This is an optimization exercise on Yosys and OpenROAD, whose aim is small area and a short achievable clock period, not a production implementation.
Only simulation tests tie the RTL to the original design; equivalence was not proved.
The flow treats the clock pin as an ideal source. Dropping or thinning the clock tree relies on that and would not hold on a real chip.
Power and IR drop assume default switching activity.

Setup of run A:
## spi_mem_slave
module spi_mem_slave #(
    parameter int unsigned CPOL       = 0,
    parameter int unsigned CPHA       = 0,
    parameter int unsigned MSB_FIRST  = 0,
    parameter int unsigned ADDR_BYTES = 2,
    parameter int unsigned MEM_AW     = 8
) (
    input  logic       CLK,
    input  logic       nRESET,
    input  logic       nCS,
    input  logic       SCK,
    input  logic       MOSI,
    output logic       MISO,
    output logic       MISO_OE,
    output logic       busy,
    output logic       rx_valid,
    output logic [7:0] rx_byte,
    output logic       frame_err
);
    logic       s_addr, s_cmd, s_wr, s_rd, a2;
    logic       e_addr, e_cmd, e_dat, e_inc;
    logic [7:0] tgt, tgt_n;     
    logic       byte_done, frame_end, active, tx_load, last_bit, rx_next_zero, rx_zero;
    logic [7:0] tx_byte, rx_data;
    spi_bit_engine #(
        .CPOL      (CPOL),
        .CPHA      (CPHA),
        .MSB_FIRST (MSB_FIRST)
  ...
export LEC_CHECK = 0
export ABC_CLOCK_PERIOD_IN_PS = 1800
export CAP_MARGIN = 20
export CORE_MARGIN = 2
export CORE_UTILIZATION = 55
export CTS_BUF_LIST = sky130_fd_sc_hd__clkbuf_16
export CTS_CLUSTER_DIAMETER = 100
export CTS_CLUSTER_SIZE = 32
export PLACE_DENSITY = 0.7
export SETUP_SLACK_MARGIN = 2.1
export SLEW_MARGIN = 20
create_clock -name core_clock -period 4.0 [get_ports {CLK}]
run.sh (not shown) runs the stock make flow with config.mk's settings and CLKGATE_MAP_FILE= SYNTH_SCRIPT=/design/flow/synth_recipe.tcl, a recipe that flattens the netlist after the stock synthesis.
Run A completed every stage of the flow, and the final layout passed the timing, DRC and antenna checks.
diff inputs: run A => run B
# run A
export LEC_CHECK = 0
export ABC_CLOCK_PERIOD_IN_PS = 1800
export CAP_MARGIN = 20
export CORE_MARGIN = 2
export CORE_UTILIZATION = 55
export CTS_BUF_LIST = sky130_fd_sc_hd__clkbuf_16
export CTS_CLUSTER_DIAMETER = 100
export CTS_CLUSTER_SIZE = 32
export PLACE_DENSITY = 0.7
export SETUP_SLACK_MARGIN = 2.1
export SLEW_MARGIN = 20
create_clock -name core_clock -period 4.0 [get_ports {CLK}]
# run B
export LEC_CHECK = 0
export ABC_CLOCK_PERIOD_IN_PS = 1800
export CAP_MARGIN = 20
export CORE_MARGIN = 2
export CORE_UTILIZATION = 70
export CTS_BUF_LIST = sky130_fd_sc_hd__clkbuf_16
export CTS_CLUSTER_DIAMETER = 100
export CTS_CLUSTER_SIZE = 30
export PLACE_DENSITY = 0.8
export SETUP_SLACK_MARGIN = 2.1
export SLEW_MARGIN = 20
create_clock -name core_clock -period 4.0 [get_ports {CLK}]
Findings:
Between run B and run A, via count of the first global-routing pass is higher for run B, run A comes in under that. Changes observed in run B relative to run A: pin slew with the least headroom to its limit shows an increase of 0.0064 ns, synthesized netlist net count shows no meaningful change.
#### Input delta (run C over run B)
# run B
export LEC_CHECK = 0
export ABC_CLOCK_PERIOD_IN_PS = 1800
export CAP_MARGIN = 20
export CORE_MARGIN = 2
export CORE_UTILIZATION = 70
export CTS_BUF_LIST = sky130_fd_sc_hd__clkbuf_16
export CTS_CLUSTER_DIAMETER = 100
export CTS_CLUSTER_SIZE = 30
export PLACE_DENSITY = 0.8
export SETUP_SLACK_MARGIN = 2.1
export SLEW_MARGIN = 20
create_clock -name core_clock -period 4.0 [get_ports {CLK}]
# run C
export LEC_CHECK = 0
export ABC_CLOCK_PERIOD_IN_PS = 1800
export CAP_MARGIN = 20
export CORE_MARGIN = 2
export CORE_UTILIZATION = 55
export CTS_BUF_LIST = sky130_fd_sc_hd__clkbuf_16
export CTS_CLUSTER_DIAMETER = 100
export CTS_CLUSTER_SIZE = 30
export PLACE_DENSITY = 0.7
export SETUP_SLACK_MARGIN = 2.1
export SLEW_MARGIN = 20
create_clock -name core_clock -period 4.0 [get_ports {CLK}]
Notes after the runs:
Met1 wire length: lower on run C
When run C is set beside run B, its count of clock buffers in the final design turns out to be 1 smaller.
Run C: full flow OK, the timing, DRC and antenna checks passed
In run C, the final worst-path cycle share came out 2.0 points below the value in run B.
Looking at minimum period implied by the final worst setup slack across run C and run B, the one that comes out lower is run C.
Setup changes, run C to run D
# run C
export LEC_CHECK = 0
export ABC_CLOCK_PERIOD_IN_PS = 1800
export CAP_MARGIN = 20
export CORE_MARGIN = 2
export CORE_UTILIZATION = 55
export CTS_BUF_LIST = sky130_fd_sc_hd__clkbuf_16
export CTS_CLUSTER_DIAMETER = 100
export CTS_CLUSTER_SIZE = 30
export PLACE_DENSITY = 0.7
export SETUP_SLACK_MARGIN = 2.1
export SLEW_MARGIN = 20
create_clock -name core_clock -period 4.0 [get_ports {CLK}]
# run D
export LEC_CHECK = 0
export ABC_CLOCK_PERIOD_IN_PS = 1800
export CAP_MARGIN = 20
export CORE_MARGIN = 2
export CORE_UTILIZATION = 55
export CTS_BUF_LIST = sky130_fd_sc_hd__clkbuf_16
export CTS_CLUSTER_DIAMETER = 100
export CTS_CLUSTER_SIZE = 30
export PLACE_DENSITY = 0.7
export SETUP_SLACK_MARGIN = 1.95
export SLEW_MARGIN = 20
create_clock -name core_clock -period 4.0 [get_ports {CLK}]
## What came out
Final area was lower in the run labelled run D. In terms of net count reported at finish, run D and run C differ only marginally. Sort run C and run D by non-clock buffer count asc -> top: run D.
--- input diff run D..run E ---
# run D
export LEC_CHECK = 0
export ABC_CLOCK_PERIOD_IN_PS = 1800
export CAP_MARGIN = 20
export CORE_MARGIN = 2
export CORE_UTILIZATION = 55
export CTS_BUF_LIST = sky130_fd_sc_hd__clkbuf_16
export CTS_CLUSTER_DIAMETER = 100
export CTS_CLUSTER_SIZE = 30
export PLACE_DENSITY = 0.7
export SETUP_SLACK_MARGIN = 1.95
export SLEW_MARGIN = 20
create_clock -name core_clock -period 4.0 [get_ports {CLK}]
# run E
export LEC_CHECK = 0
export ABC_CLOCK_PERIOD_IN_PS = 1500
export CAP_MARGIN = 20
export CORE_MARGIN = 2
export CORE_UTILIZATION = 60
export CTS_BUF_LIST = sky130_fd_sc_hd__clkbuf_16
export CTS_CLUSTER_DIAMETER = 100
export CTS_CLUSTER_SIZE = 30
export PLACE_DENSITY = 0.75
export SETUP_SLACK_MARGIN = 2.1
export SLEW_MARGIN = 20
create_clock -name core_clock -period 4.0 [get_ports {CLK}]
### Flow results
- Run D completed end to end with timing, DRC and antenna clean.
- Run E finished all stages; the layout is clean.
- Re maximum number of pins on one net before global-route repair: no difference whatsoever between run E and run D.
- Net count reported at finish across run E and run D: no real change.
- | setup slack | lower: run D |
- Top routing layer in use: met5 -> run E, met4 -> run D

v6:
Starting RTL as in the previous note.
Settings: LEC_CHECK=0, ABC_CLOCK_PERIOD_IN_PS=1800, CAP_MARGIN=20, CORE_MARGIN=2, CORE_UTILIZATION=55, CTS_BUF_LIST=sky130_fd_sc_hd__clkbuf_16, CTS_CLUSTER_DIAMETER=100, CTS_CLUSTER_SIZE=32, PLACE_DENSITY=0.7, SETUP_SLACK_MARGIN=2.2, SLEW_MARGIN=20; clock period 4.0 ns.
v6 did not stop at any stage, and its layout met the timing, DRC and antenna checks.
diff inputs: v6 => v7
Settings: swapping 100 for 60 in CTS_CLUSTER_DIAMETER; swapping 2.2 for 2.1 in SETUP_SLACK_MARGIN; swapping 32 for 24 in CTS_CLUSTER_SIZE.
Re slew of the pin with the lowest slew margin: v7 and v6 aren't equal, and the higher value belongs to v6.
The register area of v7 and that of v6 are within noise of each other.
Relative to v6, number of resized instances in the post-cts repair step has decreased by about 40% in v7.
Count of clock-buffer cells in the layout is higher on v7
Diff v6 -> v7: area growth from synthesis to final layout higher; clock transition time at the flip-flop clock pins of the worst setup and hold paths now sits lower.
Count of non-filler cells in the finished layout in v7 is about 1.2% above v6.
Total length of routed wires for v7: 2.6% up relative to v6
From v6 to v7 the numbers moved as follows: global-route usage picked up an extra 0.46 points, total power of the final layout picked up an extra about 6%, final critical delay including setup and external delays lost 0.026 ns.

The RTL this note starts from:
==> flow/design.v <==
package spi_mem_pkg;
    typedef enum logic [2:0] {
        ADDR,
        CMD,
        WRITE,
        READ,
        DONE
    } state_t;
    localparam logic [7:0] CMD_READ = 8'h00;
    localparam logic [7:0] IDLE_TX  = 8'h00;
endpackage
module spi_bit_engine #(
    parameter int unsigned CPOL      = 0,
    parameter int unsigned CPHA      = 0,
    parameter int unsigned MSB_FIRST = 0
) (
    input  logic       clk,
    input  logic       rst_n,
    input  logic       cs_n,
    input  logic       sck,
    input  logic       mosi,
    input  logic       tx_load,
    input  logic [7:0] tx_byte,
    output logic       miso,
    output logic       active,
    output logic       byte_done,
    output logic       frame_end,
    output logic       frame_err,
    output logic [7:0] rx_byte,
    output logic [7:0] rx_data,
    output logic       last_bit,
    output logic       rx_next_zero,
    output logic [7:0] rx_data_next
);
    localparam bit POL = (CPOL != 0);
    localparam bit PHA = (CPHA != 0);
    localparam bit MSB = (MSB_FIRST != 0);
    logic [1:0] cs_s, sck_s, mosi_s;
    logic       sck_d;
    logic [7:0] rx_sr, tx_reg, rx_next;
    logic [2:0] bitcnt;
    logic       sck_rise, sck_fall, lead, trail;
    logic       sample_ev, shift_ev, cs_fall, cs_rise, tx_bit;
    logic       cs_d;
    assign rx_data = rx_sr;
    assign rx_data_next = rx_next;
    always_comb begin
        sck_rise  = sck_s[1] & ~sck_d;
        sck_fall  = ~sck_s[1] & sck_d;
        lead      = POL ? sck_fall : sck_rise;
        trail     = POL ? sck_rise : sck_fall;
        sample_ev = ~cs_d & (PHA ? trail : lead);
        shift_ev  = ~cs_d & (PHA ? lead : trail);
        cs_fall   = cs_d & ~cs_s[1];
        cs_rise   = ~cs_d & cs_s[1];
        rx_next   = MSB ? {rx_sr[6:0], mosi_s[1]} : {mosi_s[1], rx_sr[7:1]};
        last_bit  = sample_ev && (bitcnt == 3'd7);
        rx_next_zero = (rx_next == 8'd0);
        tx_bit    = MSB ? tx_reg[3'd7 - bitcnt] : tx_reg[bitcnt];
    end
    always_ff @(posedge clk) begin
        mosi_s  <= {mosi_s[0], mosi};
        rx_byte <= rx_next;
        if (sample_ev)
            rx_sr <= rx_next;
    end
    always_ff @(posedge clk or negedge rst_n) begin
        if (!rst_n) begin
            cs_s      <= '1;
            sck_s     <= {2{POL}};
            sck_d     <= POL;
            active    <= 1'b0;
            cs_d      <= 1'b1;
            bitcnt    <= '0;
            tx_reg    <= '0;
            miso      <= 1'b0;
            byte_done <= 1'b0;
            frame_end <= 1'b0;
            frame_err <= 1'b0;
        end else begin
            cs_s      <= {cs_s[0], cs_n};
            sck_s     <= {sck_s[0], sck};
            sck_d     <= sck_s[1];
            active    <= ~cs_s[1];
            cs_d      <= cs_s[1];
            byte_done <= last_bit;
            frame_end <= cs_rise;
            frame_err <= cs_rise && (bitcnt != 3'd0) && !last_bit;
            if (sample_ev)
                bitcnt <= bitcnt + 3'd1;
            if (cs_rise)
                bitcnt <= '0;
            if (tx_load)
                tx_reg <= tx_byte;
            if (shift_ev || (cs_fall && !PHA))
                miso <= tx_bit;
        end
    end
endmodule
module spi_mem_slave #(
    parameter int unsigned CPOL       = 0,
    parameter int unsigned CPHA       = 0,
    parameter int unsigned MSB_FIRST  = 0,
    parameter int unsigned ADDR_BYTES = 2,
    parameter int unsigned MEM_AW     = 8
) (
    input  logic       CLK,
    input  logic       nRESET,
    input  logic       nCS,
    input  logic       SCK,
    input  logic       MOSI,
    output logic       MISO,
    output logic       MISO_OE,
    output logic       busy,
    output logic       rx_valid,
    output logic [7:0] rx_byte,
    output logic       frame_err
);
    logic       s_addr, s_cmd, s_wr, s_rd, a2;
    logic       e_addr, e_cmd, e_dat, e_inc;
    logic [7:0] tgt, tgt_n;     
    logic       byte_done, frame_end, active, tx_load, last_bit, rx_next_zero, rx_zero;
    logic [7:0] tx_byte, rx_data, rx_data_next;
    spi_bit_engine #(
        .CPOL      (CPOL),
        .CPHA      (CPHA),
        .MSB_FIRST (MSB_FIRST)
    ) u_engine (
        .clk          (CLK),
        .rst_n        (nRESET),
        .cs_n         (nCS),
        .sck          (SCK),
        .mosi         (MOSI),
        .tx_load      (tx_load),
        .tx_byte      (tx_byte),
        .miso         (MISO),
        .active       (active),
        .byte_done    (byte_done),
        .frame_end    (frame_end),
        .frame_err    (frame_err),
        .rx_byte      (rx_byte),
        .rx_data      (rx_data),
        .last_bit     (last_bit),
        .rx_next_zero (rx_next_zero),
        .rx_data_next (rx_data_next)
    );
    assign busy     = active;
    assign MISO_OE  = active;
    assign rx_valid = byte_done;
    always_ff @(posedge CLK or negedge nRESET) begin
        if (!nRESET) begin
            e_addr <= 1'b0;
            e_cmd  <= 1'b0;
            e_dat  <= 1'b0;
            e_inc  <= 1'b0;
        end else begin
            e_addr <= last_bit && (frame_end || s_addr);
            e_cmd  <= last_bit && !frame_end && s_cmd;
            e_dat  <= last_bit && !frame_end && (s_rd || s_wr);
            e_inc  <= last_bit && !frame_end && ((s_cmd && rx_next_zero) || s_rd || s_wr);
        end
    end
    always_ff @(posedge CLK)
        rx_zero <= rx_next_zero;
    logic sel_ld;
    assign sel_ld = e_addr && !a2;
    always_comb begin
        tgt_n = tgt;
        if (sel_ld)
            tgt_n = rx_data;
        if (e_inc)
            tgt_n = tgt + 8'd1;
    end
    always_ff @(posedge CLK or negedge nRESET) begin
        if (!nRESET) begin
            s_addr  <= 1'b1;
            s_cmd   <= 1'b0;
            s_wr    <= 1'b0;
            s_rd    <= 1'b0;
            a2      <= 1'b0;
            tx_load <= 1'b0;
        end else begin
            tx_load <= byte_done | frame_end;
            if (e_addr) begin
                a2 <= !a2;
                if (a2) begin
                    s_addr <= 1'b0;
                    s_cmd  <= 1'b1;
                end
            end
            if (e_cmd) begin
                s_cmd <= 1'b0;
                s_rd  <= rx_zero;
                s_wr  <= !rx_zero;
            end
            if (frame_end) begin
                s_addr <= 1'b1;
                s_cmd  <= 1'b0;
                s_wr   <= 1'b0;
                s_rd   <= 1'b0;
                a2     <= 1'b0;
            end
        end
    end
    logic [3:0]   hp;           
    logic         wv;           
    logic [7:0]   wd;
    logic [3:0]   wrow;         
    logic [3:0]   wlo;          
    logic         wissue;
    logic         wfire;        
    logic [15:0]  wsel;         
    logic         fire_new, fire_old, wfire_n;
    logic         ca, cb, ji;   
    logic         rm;           
    logic         rm_n;
    logic         rh, rl, rxc, jl, je;
    logic [3:0]   rsel;         
    logic [7:0]   pf;
    logic [127:0] heads;
    assign wissue   = e_dat && s_wr;
    assign fire_new = ca;
    assign fire_old = wv && !wfire && (ji ? ca : cb);
    assign wfire_n  = wissue ? fire_new : fire_old;
    always_ff @(posedge CLK) begin
        hp    <= hp - 4'd1;
        ca    <= (tgt[3:0] + 4'd3) == hp;
        cb    <= (wlo + 4'd3) == hp;
        ji    <= wissue;
        wfire <= wfire_n;
        for (int r = 0; r < 16; r++)
            wsel[r] <= wissue ? (fire_new && tgt[7:4] == 4'(r)) : (fire_old && wrow == 4'(r));
        if (wissue) begin
            wv   <= 1'b1;
            wd   <= rx_data;
            wrow <= tgt[7:4];
            wlo  <= tgt[3:0];
        end else if (wfire) begin
            wv   <= 1'b0;
        end
        tgt  <= tgt_n;
        rh   <= (tgt[3:0] + 4'd2) == hp;
        rl   <= (rx_data[3:0] + 4'd2) == hp;
        rxc  <= (rx_data_next[3:0] + 4'd2) == hp;
        jl   <= sel_ld;
        je   <= e_inc;
        rm   <= rm_n;
        if (rm)
            pf <= heads[{rsel, 3'd0} +: 8];
    end
    assign rm_n = sel_ld ? rxc      
                : e_inc  ? ca       
                : jl     ? rl       
                : je     ? ca       
                :          rh;      
    always_ff @(posedge CLK or negedge nRESET) begin
        if (!nRESET)
            rsel <= '0;
        else
            rsel <= tgt_n[7:4];
    end
    for (genvar r = 0; r < 16; r++) begin : g_row
        logic [127:0] q;        
        always_ff @(posedge CLK)
            q <= {q[119:0], wsel[r] ? wd : q[127:120]};
        assign heads[8*r +: 8] = q[7:0];
    end
    always_comb begin
        tx_byte = spi_mem_pkg::IDLE_TX;
        if (s_rd)
            tx_byte = pf;
    end
endmodule
==> flow/config.mk <==
export PLATFORM = sky130hd
export DESIGN_NAME = spi_mem_slave
export DESIGN_NICKNAME = spi_mem_slave
export VERILOG_FILES = /design/flow/design.v
export SDC_FILE = /design/flow/constraint.sdc
export NUM_CORES = 4
export LEC_CHECK = 0
export ABC_CLOCK_PERIOD_IN_PS = 1800
export CAP_MARGIN = 20
export CORE_MARGIN = 2
export CORE_UTILIZATION = 38
export CTS_BUF_LIST = sky130_fd_sc_hd__clkbuf_16
export CTS_CLUSTER_DIAMETER = 100
export CTS_CLUSTER_SIZE = 30
export PLACE_DENSITY = 0.5
export SETUP_SLACK_MARGIN = 2.1
export SLEW_MARGIN = 20
==> flow/constraint.sdc <==
create_clock -name core_clock -period 4.0 [get_ports {CLK}]
set_input_delay 0.8000 -clock core_clock [delete_from_list [all_inputs] [get_ports {CLK}]]
set_output_delay 0.8000 -clock core_clock [all_outputs]
set_load 0.01 [all_outputs]
standard.sh (not shown) runs the stock make flow with config.mk's settings and CLKGATE_MAP_FILE= SYNTH_SCRIPT=/design/flow/synth_recipe.tcl, a recipe that flattens the netlist after the stock synthesis.
==> flow/flow/run.sh <==
#!/bin/bash
# Layout flow: the standard flow (standard.sh, all steps), with one change
# after clock tree synthesis: retree.tcl, run by ORFS's CTS step through its
# POST_CTS_TCL hook, rebuilds the top of the clock tree so the clock reaches
# every flip-flop through two buffers instead of three (see retree.tcl).
# The make/ORFS output goes to standard.log here; ORFS's per-step tool logs
# stay under orfs/logs/.
set -euo pipefail
cd "$(dirname "$0")/.."
export POST_CTS_TCL="$PWD/flow/retree.tcl"
bash standard.sh > standard.log 2>&1
Other scripts of this flow, unchanged in this note and not shown: flow/flow/retree.tcl
Edit:
--- a/flow/config.mk
+++ b/flow/config.mk
@@ -11 +11 @@
-export CORE_UTILIZATION = 38
+export CORE_UTILIZATION = 55
@@ -15 +15 @@
-export PLACE_DENSITY = 0.5
+export PLACE_DENSITY = 0.7
Result: Global-route usage came out higher by 3.7 points; worst hold slack got worse by 0.042 ns; synthesized cell count is unchanged; worst setup slack got worse by 0.038 ns; first-iteration DRC count came out higher by 6.0%; flip-flop and latch count does not change; total power came out lower by 0.32%; register-to-register slack stays flat; die area came out lower by 31%; routed wire length came out lower by 5.0%; cell area came out lower by 1.0%.

re-timing with driven ports:
Ports are ideal in the flow. The routed layouts listed here were re-timed in OpenROAD.
Step 1 assumes that a clkbuf_16 drives the clock port and a buf_2 every other input.
Step 2 also shifts input and output timing later by t, the mid clock arrival at the registers, as if the neighbouring blocks saw the same clock.
Slacks: no drivers / after step 1 / after step 2; pairs: no drivers / after step 1.
| run | t, ns | setup WS [ns] | worst setup path after step 2 | slew at the worst register clock pin (ns) |
|---|---|---|---|---|
| run A | 0.718 | 1.982 / 1.915 / 2.071 | register to register | 0.12 / 0.12 |
| run B | 0.718 | 1.918 / 1.915 / 1.918 | register to register | 0.12 / 0.12 |
| run C | 0.716 | 1.999 / 1.931 / 2.074 | register to register | 0.12 / 0.12 |
| run D | 0.715 | 1.862 / 1.862 / 1.862 | register to register | 0.11 / 0.11 |
| run E | 0.722 | 1.956 / 1.893 / 2.107 | register to register | 0.12 / 0.12 |
| v6 | 0.725 | 1.940 / 1.876 / 2.096 | register to register | 0.12 / 0.12 |
| v7 | 0.737 | 1.965 / 1.906 / 1.978 | register to register | 0.10 / 0.10 |
| the first run of note 3 | 0.658 | 2.146 / 1.998 / 2.165 | register to register | 0.11 / 0.11 |
| the second run of note 3 | 0.618 | 2.108 / 1.971 / 2.151 | register to register | 0.11 / 0.11 |
After both steps setup and hold are still met in every run listed.
